Background: an optimization exercise with open tools, aiming at small area and a short achievable clock period. Do not read the settings as production practice.
RTL that was checked went through simulation tests only; none was proved equivalent to the original.
No activity file was given, so power comes from the tool's default toggle rates.

==> flow/design.v (excerpt) <==
module osiris_id_ex #(
    parameter int XLEN = osiris_pkg::XLEN_DEF
) (
    input  logic            i_clk,
    input  logic            i_rst_n,
    input  logic            i_valid,
    input  logic [31:0]     i_instr,
    input  logic [XLEN-1:0] i_pc,
    input  logic [XLEN-1:0] i_rs1_data,
    input  logic [XLEN-1:0] i_rs2_data,
    output logic            o_ex_valid,
    output logic [XLEN-1:0] o_ex_alu_result,
    output logic [XLEN-1:0] o_ex_pc_plus4,
    output logic [XLEN-1:0] o_ex_store_data,
    output logic [4:0]      o_ex_rd,
    output logic            o_ex_reg_write,
    output logic            o_ex_mem_write,
    output logic [1:0]      o_ex_result_src,
    output logic            o_ex_fence,
    output logic            o_pc_src,
    output logic [XLEN-1:0] o_pc_target
);
export LEC_CHECK = 0
export CAP_MARGIN = 20
export CORE_MARGIN = 2
export CORE_UTILIZATION = 40
export SLEW_MARGIN = 20
create_clock -name core_clock -period 8.5 [get_ports {i_clk}]
standard.sh (not shown) runs the stock make flow with config.mk's settings and CLKGATE_MAP_FILE= SYNTH_SCRIPT=/design/flow/synth_recipe.tcl, a recipe that flattens the netlist after the stock synthesis.
==> flow/flow/run.sh <==
#!/bin/bash
set -euo pipefail
export BUFFER_PORTS_ARGS="-buffer_cell sky130_fd_sc_hd__buf_1"
export CTS_ARGS="-sink_clustering_enable -repair_clock_nets -dont_use_dummy_load -sink_clustering_size 20 -sink_clustering_max_diameter 100 -buf_list {sky130_fd_sc_hd__clkbuf_8 sky130_fd_sc_hd__clkbuf_16}"
export SETUP_SLACK_MARGIN=5.2
bash standard.sh > standard.log 2>&1
Edit:
==> flow/flow/run.sh (replaced) <==
#!/bin/bash
set -euo pipefail
export BUFFER_PORTS_ARGS="-buffer_cell sky130_fd_sc_hd__buf_2"
export SETUP_SLACK_MARGIN=5.8
bash standard.sh > standard.log 2>&1
Result: Register-to-register slack gets better by 0.49 ns. Sequential power grows by about 4%. Critical path depth grows by 2. Routed wire length increases by 10%. Clock skew falls by 0.024 ns. Worst setup slack gets better by 0.18 ns. Die area is unchanged. Design area increases by 23%. Area after synthesis stays the same.
Edit:
==> flow/flow/run.sh (replaced) <==
#!/bin/bash
set -euo pipefail
export BUFFER_PORTS_ARGS="-buffer_cell sky130_fd_sc_hd__buf_1"
export CTS_ARGS="-sink_clustering_enable -repair_clock_nets -dont_use_dummy_load -sink_clustering_size 20 -sink_clustering_max_diameter 100 -buf_list {sky130_fd_sc_hd__clkbuf_8 sky130_fd_sc_hd__clkbuf_16}"
export SETUP_SLACK_MARGIN=5.5
bash standard.sh > standard.log 2>&1
Sequential power shrinks by about 3%. Utilization came out lower by 9.2 points. Worst setup slack gets worse by 0.12 ns. First-iteration DRC count goes down by 4.6%. Synthesized area stays the same. Sequential share of layout area climbs by 4.3 points. Fmax is lower by about 3.6%. Cell area is lower by 16%.
Edit:
==> flow/run.sh (new file) <==
#!/bin/bash
# synth_recipe.tcl (not shown) runs the flow's synth.tcl, then flattens the netlist and writes it again
# the make line also repeats each setting of config.mk as NAME=value (left out here)
make -C /OpenROAD-flow-scripts/flow DESIGN_CONFIG=/design/flow/config.mk WORK_HOME=/design/flow/orfs CLKGATE_MAP_FILE= SYNTH_SCRIPT=/design/flow/synth_recipe.tcl finish
- SETUP_SLACK_MARGIN: unset -> 5
removed: flow/flow/run.sh
removed: flow/standard.sh
=> Die area is unchanged. Core utilization came out higher by 4.4 points. Critical path depth is unchanged. Area after synthesis does not change. Wire length went up by 2.1%.
No run of this note included a check of the RTL's function; only the layout flow was run.

* * *

osiris_id_ex again, from the RTL that the note above started with.
export LEC_CHECK = 0
export CAP_MARGIN = 20
export CORE_MARGIN = 2
export CORE_UTILIZATION = 40
export CTS_BUF_LIST = sky130_fd_sc_hd__clkbuf_4 sky130_fd_sc_hd__clkbuf_8
export SLEW_MARGIN = 20
create_clock -name core_clock -period 8.5 [get_ports {i_clk}]
==> flow/flow/run.sh <==
#!/bin/bash
set -euo pipefail
export BUFFER_PORTS_ARGS="-buffer_cell sky130_fd_sc_hd__buf_1"
export SETUP_SLACK_MARGIN=5.5
bash standard.sh > standard.log 2>&1
The first run ran to the end with no violations.
Then changed:
==> flow/flow/run.sh (replaced) <==
#!/bin/bash
set -euo pipefail
export BUFFER_PORTS_ARGS="-buffer_cell sky130_fd_sc_hd__buf_2"
export SETUP_SLACK_MARGIN=5.5
bash standard.sh > standard.log 2>&1
Settings changed: CTS_BUF_LIST sky130_fd_sc_hd__clkbuf_4 sky130_fd_sc_hd__clkbuf_8 to default.
=>
- The changed run produced a clean layout
- via count is about the same
- sequential cell count is unchanged
- cell area rises by 3.1%
- maximum frequency falls by 0.36%
- worst setup slack is worse by 0.011 ns
- total power falls by 1.5%
- combinational power rises by about 8%
- global-route usage rises by 0.24 points
- routed wire length rises by 1.1%
- register-to-register slack is better by 0.07 ns
No run of this note included a check of the RTL's function; only the layout flow was run.

* * *

Another version of the RTL of osiris_id_ex (not shown whole).
Size in the first run: about 1,400 cells after synthesis, about 270 I/O pins, about 0.013 mm2 of cells after synthesis.
export LEC_CHECK = 0
export CAP_MARGIN = 20
export CORE_MARGIN = 2
export CORE_UTILIZATION = 62
export PLACE_DENSITY = 0.72
export SLEW_MARGIN = 20
create_clock -name core_clock -period 8.5 [get_ports {i_clk}]
==> flow/flow/run.sh <==
#!/bin/bash
set -euo pipefail
export BUFFER_PORTS_ARGS="-buffer_cell sky130_fd_sc_hd__buf_1"
export CTS_ARGS="-sink_clustering_enable -repair_clock_nets -dont_use_dummy_load -sink_clustering_size 20 -sink_clustering_max_diameter 100 -buf_list {sky130_fd_sc_hd__clkbuf_8 sky130_fd_sc_hd__clkbuf_16}"
export SETUP_SLACK_MARGIN=5.5
bash standard.sh > standard.log 2>&1
The first run completed without violations.
Change:
--- a/flow/config.mk
+++ b/flow/config.mk
@@ -10,2 +10,2 @@
-export CORE_UTILIZATION = 62
-export PLACE_DENSITY = 0.72
+export CORE_UTILIZATION = 55
+export PLACE_DENSITY = 0.68
The changed run completed with no timing, DRC or antenna violations.
First-iteration DRC count drops by about a fifth.
Worst setup slack hardly moves.
Non-clock buffer count drops by 6.
Critical path depth stays the same.
Final area hardly moves.
Area after synthesis is unchanged.
Change:
--- a/flow/flow/run.sh
+++ b/flow/flow/run.sh
@@ -5 +5 @@
-export SETUP_SLACK_MARGIN=5.5
+export SETUP_SLACK_MARGIN=5.75
=>
- wire length barely changes
- final area increases by 5.8%
- setup slack is better by 0.066 ns
- synthesized cell count does not change
- sequential power stays flat
- via count rises by 1.8%
- clock skew rose by 0.0087 ns

* * *

osiris_id_ex, a different RTL version from the one above (not shown whole).
Size in the first run: roughly 1500 cells after synthesis, roughly 270 I/O pins, ~14000 um2 of cells after synthesis.
make LEC_CHECK=0 CAP_MARGIN=20 CORE_MARGIN=2 CORE_UTILIZATION=40 SETUP_SLACK_MARGIN=4.5 SLEW_MARGIN=20 finish   # period 8.5 ns
run.sh (not shown) runs the stock make flow with config.mk's settings and CLKGATE_MAP_FILE= SYNTH_SCRIPT=/design/flow/synth_recipe.tcl, a recipe that flattens the netlist after the stock synthesis.
Stock flow here: none of the scripts above is used.
Next try:
SETUP_SLACK_MARGIN = 3.5   (was 4.5)
Outcome:
- The changed run finished clean
- worst hold slack barely changes
- worst setup slack gets worse by 0.85 ns
- maximum frequency is lower by about 18%
- cell count is lower by about 0.8%
- combinational power is lower by about 3%
- global-route usage is lower by 0.11 points
Function was not checked in any run of this note: the RTL went through the layout flow alone.

* * *

Setup of the reference run:
Another version of the RTL of osiris_id_ex (not shown whole).
For scale: ~1,400 cells after synthesis, about 280 flip-flops, ~0.014 mm^2 of cells after synthesis.
// osiris_id_ex
module osiris_id_ex #(
    parameter int XLEN = osiris_pkg::XLEN_DEF
) (
    input  logic            i_clk,
    input  logic            i_rst_n,
    input  logic            i_valid,
    input  logic [31:0]     i_instr,
    input  logic [XLEN-1:0] i_pc,
    input  logic [XLEN-1:0] i_rs1_data,
    input  logic [XLEN-1:0] i_rs2_data,
    output logic            o_ex_valid,
    output logic [XLEN-1:0] o_ex_alu_result,
    output logic [XLEN-1:0] o_ex_pc_plus4,
    output logic [XLEN-1:0] o_ex_store_data,
    output logic [4:0]      o_ex_rd,
    output logic            o_ex_reg_write,
    output logic            o_ex_mem_write,
    output logic [1:0]      o_ex_result_src,
    output logic            o_ex_fence,
    output logic            o_pc_src,
    output logic [XLEN-1:0] o_pc_target
);
clock: 8.5 ns
lec_check: 0
cap_margin: 20
core_margin: 2
core_utilization: 55
place_density: 0.68
slew_margin: 20
standard.sh (not shown) runs the stock make flow with config.mk's settings and CLKGATE_MAP_FILE= SYNTH_SCRIPT=/design/flow/synth_recipe.tcl, a recipe that flattens the netlist after the stock synthesis.
==> flow/flow/run.sh <==
#!/bin/bash
set -euo pipefail
export BUFFER_PORTS_ARGS="-buffer_cell sky130_fd_sc_hd__buf_1"
export CTS_ARGS="-sink_clustering_enable -repair_clock_nets -dont_use_dummy_load -sink_clustering_size 20 -sink_clustering_max_diameter 100 -buf_list {sky130_fd_sc_hd__clkbuf_8 sky130_fd_sc_hd__clkbuf_16}"
export SETUP_SLACK_MARGIN=5.8
bash standard.sh > standard.log 2>&1
Both conditions hold for the reference run: the flow ran to the end and the final layout passed the timing, DRC and antenna checks.
Setup changes, the reference run to the trial run
- PLACE_DENSITY changed from 0.68 to 0.6
==> flow/flow/run.sh <==
#!/bin/bash
set -euo pipefail
export BUFFER_PORTS_ARGS="-buffer_cell sky130_fd_sc_hd__buf_1"
export CTS_ARGS="-sink_clustering_enable -repair_clock_nets -dont_use_dummy_load -sink_clustering_size 14 -sink_clustering_max_diameter 80 -buf_list {sky130_fd_sc_hd__clkbuf_8 sky130_fd_sc_hd__clkbuf_16}"
export SETUP_SLACK_MARGIN=5.75
bash standard.sh > standard.log 2>&1
The trial run vs the reference run — non-clock buffer total of the final layout dropped 3. On post-detailed-route wirelength per cell, the trial run and the reference run are basically level. For multi-input gate share of the layout cell area, the trial run and the reference run come out practically identical. Cell area delta (the reference run -> the trial run): insignificant. On setup slack: between the trial run and the reference run, it ends up lower for the trial run. Cmp the trial run and the reference run / antenna diode count / higher: the trial run. Final wirelength essentially unchanged between the trial run and the reference run. The critical path depth of the trial run falls short of that of the reference run by 7. Area fraction in compound gates after synthesis: the reference run vs the trial run identical. Between the trial run and the reference run, it is the trial run whose total power is higher, by 3.2%.

* * *

Another version of the RTL of osiris_id_ex (not shown whole).
Size: ~260 flip-flops, ~270 I/O pins.
// osiris_id_ex
module osiris_id_ex #(
    parameter int XLEN = osiris_pkg::XLEN_DEF
) (
    input  logic            i_clk,
    input  logic            i_rst_n,
    input  logic            i_valid,
    input  logic [31:0]     i_instr,
    input  logic [XLEN-1:0] i_pc,
    input  logic [XLEN-1:0] i_rs1_data,
    input  logic [XLEN-1:0] i_rs2_data,
    output logic            o_ex_valid,
    output logic [XLEN-1:0] o_ex_alu_result,
    output logic [XLEN-1:0] o_ex_pc_plus4,
    output logic [XLEN-1:0] o_ex_store_data,
    output logic [4:0]      o_ex_rd,
    output logic            o_ex_reg_write,
    output logic            o_ex_mem_write,
    output logic [1:0]      o_ex_result_src,
    output logic            o_ex_fence,
    output logic            o_pc_src,
    output logic [XLEN-1:0] o_pc_target
);
Settings: LEC_CHECK=0, CAP_MARGIN=20, CORE_MARGIN=2, CORE_UTILIZATION=60, PLACE_DENSITY=0.7, SLEW_MARGIN=20; clock period 8.5 ns.
==> flow/flow/run.sh <==
#!/bin/bash
set -euo pipefail
export BUFFER_PORTS_ARGS="-buffer_cell sky130_fd_sc_hd__buf_1"
export CTS_ARGS="-sink_clustering_enable -repair_clock_nets -dont_use_dummy_load -sink_clustering_size 20 -sink_clustering_max_diameter 100 -buf_list {sky130_fd_sc_hd__clkbuf_8 sky130_fd_sc_hd__clkbuf_16}"
export SETUP_SLACK_MARGIN=5.5
bash standard.sh > standard.log 2>&1
The starting point ran to the end with no violations.
Next try:
--- a/flow/config.mk
+++ b/flow/config.mk
@@ -8,5 +8,4 @@
 export CAP_MARGIN = 20
 export CORE_MARGIN = 2
-export CORE_UTILIZATION = 60
-export PLACE_DENSITY = 0.7
+export CORE_UTILIZATION = 40
 export SLEW_MARGIN = 20
Outcome:
- The new run produced a clean layout
- total power increases by 1.1%
- worst setup slack loses 53 ps
- sequential share of layout area falls by 0.69 points
- non-clock buffer count rose by 5
- via count fell by 0.41%
- clock skew is about the same
- cell count is higher by 9.0%
- synthesized area is unchanged
- global-route usage decreases by 11 points

* * *

osiris_id_ex with an RTL version that a note above also has.
Size: roughly 1,400 cells after synthesis, about 280 flip-flops, ~14,000 µm² of cells after synthesis.
==> flow/config.mk <==
export PLATFORM = sky130hd
export DESIGN_NAME = osiris_id_ex
export DESIGN_NICKNAME = osiris_id_ex
export VERILOG_FILES = /design/flow/design.v
export SDC_FILE = /design/flow/constraint.sdc
export NUM_CORES = 4
export LEC_CHECK = 0
export CAP_MARGIN = 20
export CORE_MARGIN = 2
export CORE_UTILIZATION = 55
export PLACE_DENSITY = 0.68
export SLEW_MARGIN = 20
==> flow/constraint.sdc <==
create_clock -name core_clock -period 8.5 [get_ports {i_clk}]
set_input_delay 1.7000 -clock core_clock [delete_from_list [all_inputs] [get_ports {i_clk}]]
set_output_delay 1.7000 -clock core_clock [all_outputs]
set_load 0.01 [all_outputs]
==> flow/flow/run.sh <==
#!/bin/bash
set -euo pipefail
export BUFFER_PORTS_ARGS="-buffer_cell sky130_fd_sc_hd__buf_1"
export CTS_ARGS="-sink_clustering_enable -repair_clock_nets -dont_use_dummy_load -sink_clustering_size 20 -sink_clustering_max_diameter 100 -buf_list {sky130_fd_sc_hd__clkbuf_8 sky130_fd_sc_hd__clkbuf_16}"
export SETUP_SLACK_MARGIN=5.75
bash standard.sh > standard.log 2>&1
The baseline went through all stages and came out clean.
Change:
==> flow/flow/run.sh (replaced) <==
#!/bin/bash
set -euo pipefail
export BUFFER_PORTS_ARGS="-buffer_cell sky130_fd_sc_hd__buf_1"
export CTS_ARGS="-sink_clustering_enable -repair_clock_nets -dont_use_dummy_load -sink_clustering_size 14 -sink_clustering_max_diameter 80 -buf_list {sky130_fd_sc_hd__clkbuf_8 sky130_fd_sc_hd__clkbuf_16}"
export SETUP_SLACK_MARGIN=5.8
bash standard.sh > standard.log 2>&1
After rerunning: Synthesized area does not change. Clock-buffer cell count rose by 7. Cell count is higher by 0.46%. Hold slack got worse by 0.0031 ns. Final area grows by 3.5%. Power went up by 7.6%. Routed wire length increases by 4.7%.

* * *

build 67:
Another version of the RTL of osiris_id_ex (not shown whole).
Size: roughly 1400 cells after synthesis, roughly 270 flip-flops, roughly 270 I/O pins.
clock: 8.5 ns
lec_check: 0
cap_margin: 20
core_margin: 2
core_utilization: 55
place_density: 0.68
slew_margin: 20
==> flow/flow/run.sh <==
#!/bin/bash
set -euo pipefail
export BUFFER_PORTS_ARGS="-buffer_cell sky130_fd_sc_hd__buf_1"
export CTS_ARGS="-sink_clustering_enable -repair_clock_nets -dont_use_dummy_load -sink_clustering_size 30 -sink_clustering_max_diameter 150 -buf_list {sky130_fd_sc_hd__clkbuf_8 sky130_fd_sc_hd__clkbuf_16}"
export SETUP_SLACK_MARGIN=5.5
bash standard.sh > standard.log 2>&1
Build 67 | status: complete | timing, DRC, antenna: pass
Inputs modified between build 67 and build 68:
==> flow/flow/run.sh <==
#!/bin/bash
set -euo pipefail
export BUFFER_PORTS_ARGS="-buffer_cell sky130_fd_sc_hd__buf_1"
export CTS_ARGS="-sink_clustering_enable -repair_clock_nets -dont_use_dummy_load -sink_clustering_size 20 -sink_clustering_max_diameter 100 -buf_list {sky130_fd_sc_hd__clkbuf_8 sky130_fd_sc_hd__clkbuf_16}"
export SETUP_SLACK_MARGIN=5.65
bash standard.sh > standard.log 2>&1
[summary]
- Build 68 closes out successfully: all stages finished, all timing, DRC and antenna checks passed.
- Comparing build 68 with build 67, the register cell area after layout came out essentially unchanged.
- Worst-case register-to-register setup slack up 0.20 ns in build 68 wrt build 67
- Looking only at maximum frequency, and setting everything else aside, the higher value of build 68 and build 67 goes to build 68.
- Power per cell area in build 68 vs build 67: up about 1.6%
- Build 68 vs build 67: combinational logic power up
- In build 68 the leakage power turned out 0.00017 uW higher than in build 67.
- Build 67 → build 68: number of buffers inserted by post-CTS setup repair dropped 1, non-clock buffer count has increased, clock group share of total power moved up, routed wire length increased 620 um, total inserted antenna cells shows a reduction of 1.
Relative to build 68, the following input files were edited for build 81:
--- a/flow/flow/run.sh
+++ b/flow/flow/run.sh
@@ -5 +5 @@
-export SETUP_SLACK_MARGIN=5.65
+export SETUP_SLACK_MARGIN=5.5
Build 81 | status: complete | timing, DRC, antenna: pass
Taking build 68 as the reference, in build 81 fraction of standard cell area in multi-input logic held; time the final worst path needs with I/O delays and setup went up 0.10 ns; sequential portion of the cell area grew by 0.65 points.
No functional check of the RTL was part of any run of this note.

-- separate check: timing with driven ports --
How much do the figures lean on ideal ports? The routed layouts below were timed once more, with nothing changed but the port constraints.
Step 1: set_driving_cell puts a clkbuf_16 on i_clk and a buf_2 on each other input, an assumption about the parent block.
Step 2, shift: input delay + t, output delay - t, t = (earliest + latest rising clock arrival at the registers) / 2. This alone moves slack from input paths to output paths.
Three values: ideal, step 1, step 2; two values: the first two.
| run | shift t [ns] | setup WS [ns] | hold WS [ns] | worst slew at a driven data input, ns |
|---|---|---|---|---|
| the first run of note 1 | 0.549 | 5.233 / 5.233 / 4.713 | 0.329 / 0.329 / 0.329 | 0.08 |
| the second run of note 1 | 0.628 | 5.416 / 5.432 / 4.804 | 0.324 / 0.324 / 0.324 | 0.07 |
| the third run of note 1 | 0.540 | 5.299 / 5.283 / 4.744 | 0.326 / 0.326 / 0.326 | 0.07 |
| the fourth run of note 1 | 0.618 | 5.035 / 5.038 / 4.420 | 0.321 / 0.321 / 0.321 | 0.07 |
| the first run of note 2 | 0.662 | 5.433 / 5.440 / 4.778 | 0.315 / 0.315 / 0.315 | 0.08 |
| the second run of note 2 | 0.619 | 5.422 / 5.402 / 4.783 | 0.320 / 0.320 / 0.320 | 0.09 |
| the first run of note 3 | 0.536 | 5.549 / 5.573 / 5.037 | 0.330 / 0.330 / 0.330 | 0.07 |
| the second run of note 3 | 0.538 | 5.548 / 5.567 / 5.029 | 0.331 / 0.331 / 0.331 | 0.06 |
| the third run of note 3 | 0.532 | 5.615 / 5.615 / 5.106 | 0.319 / 0.319 / 0.319 | 0.06 |
| the first run of note 4 | 0.613 | 4.615 / 4.615 / 4.615 | 0.377 / 0.377 / 0.377 | 0.08 |
| the second run of note 4 | 0.611 | 3.766 / 3.766 / 3.766 | 0.379 / 0.379 / 0.379 | 0.07 |
| the reference run | 0.555 | 5.790 / 5.769 / 5.261 | 0.323 / 0.323 / 0.323 | 0.05 |
| the trial run | 0.564 | 5.772 / 5.721 / 5.259 | 0.319 / 0.319 / 0.319 | 0.08 |
| the first run of note 6 | 0.540 | 5.396 / 5.396 / 5.001 | 0.295 / 0.295 / 0.295 | 0.06 |
| the second run of note 6 | 0.550 | 5.343 / 5.343 / 5.017 | 0.329 / 0.329 / 0.329 | 0.07 |
| the first run of note 7 | 0.546 | 5.771 / 5.722 / 5.295 | 0.324 / 0.324 / 0.324 | 0.05 |
| the second run of note 7 | 0.572 | 5.818 / 5.765 / 5.304 | 0.321 / 0.321 / 0.321 | 0.05 |
| build 67 | 0.530 | 5.490 / 5.490 / 5.124 | 0.319 / 0.319 / 0.319 | 0.07 |
| build 68 | 0.546 | 5.690 / 5.690 / 5.209 | 0.328 / 0.328 / 0.328 | 0.05 |
| build 81 | 0.546 | 5.587 / 5.587 / 5.091 | 0.321 / 0.321 / 0.321 | 0.07 |
After both steps every run listed still meets setup and hold. The setup slack of the first run of note 2, which loses most, moves by +0.007 ns with the drivers and by -0.655 ns with both steps.
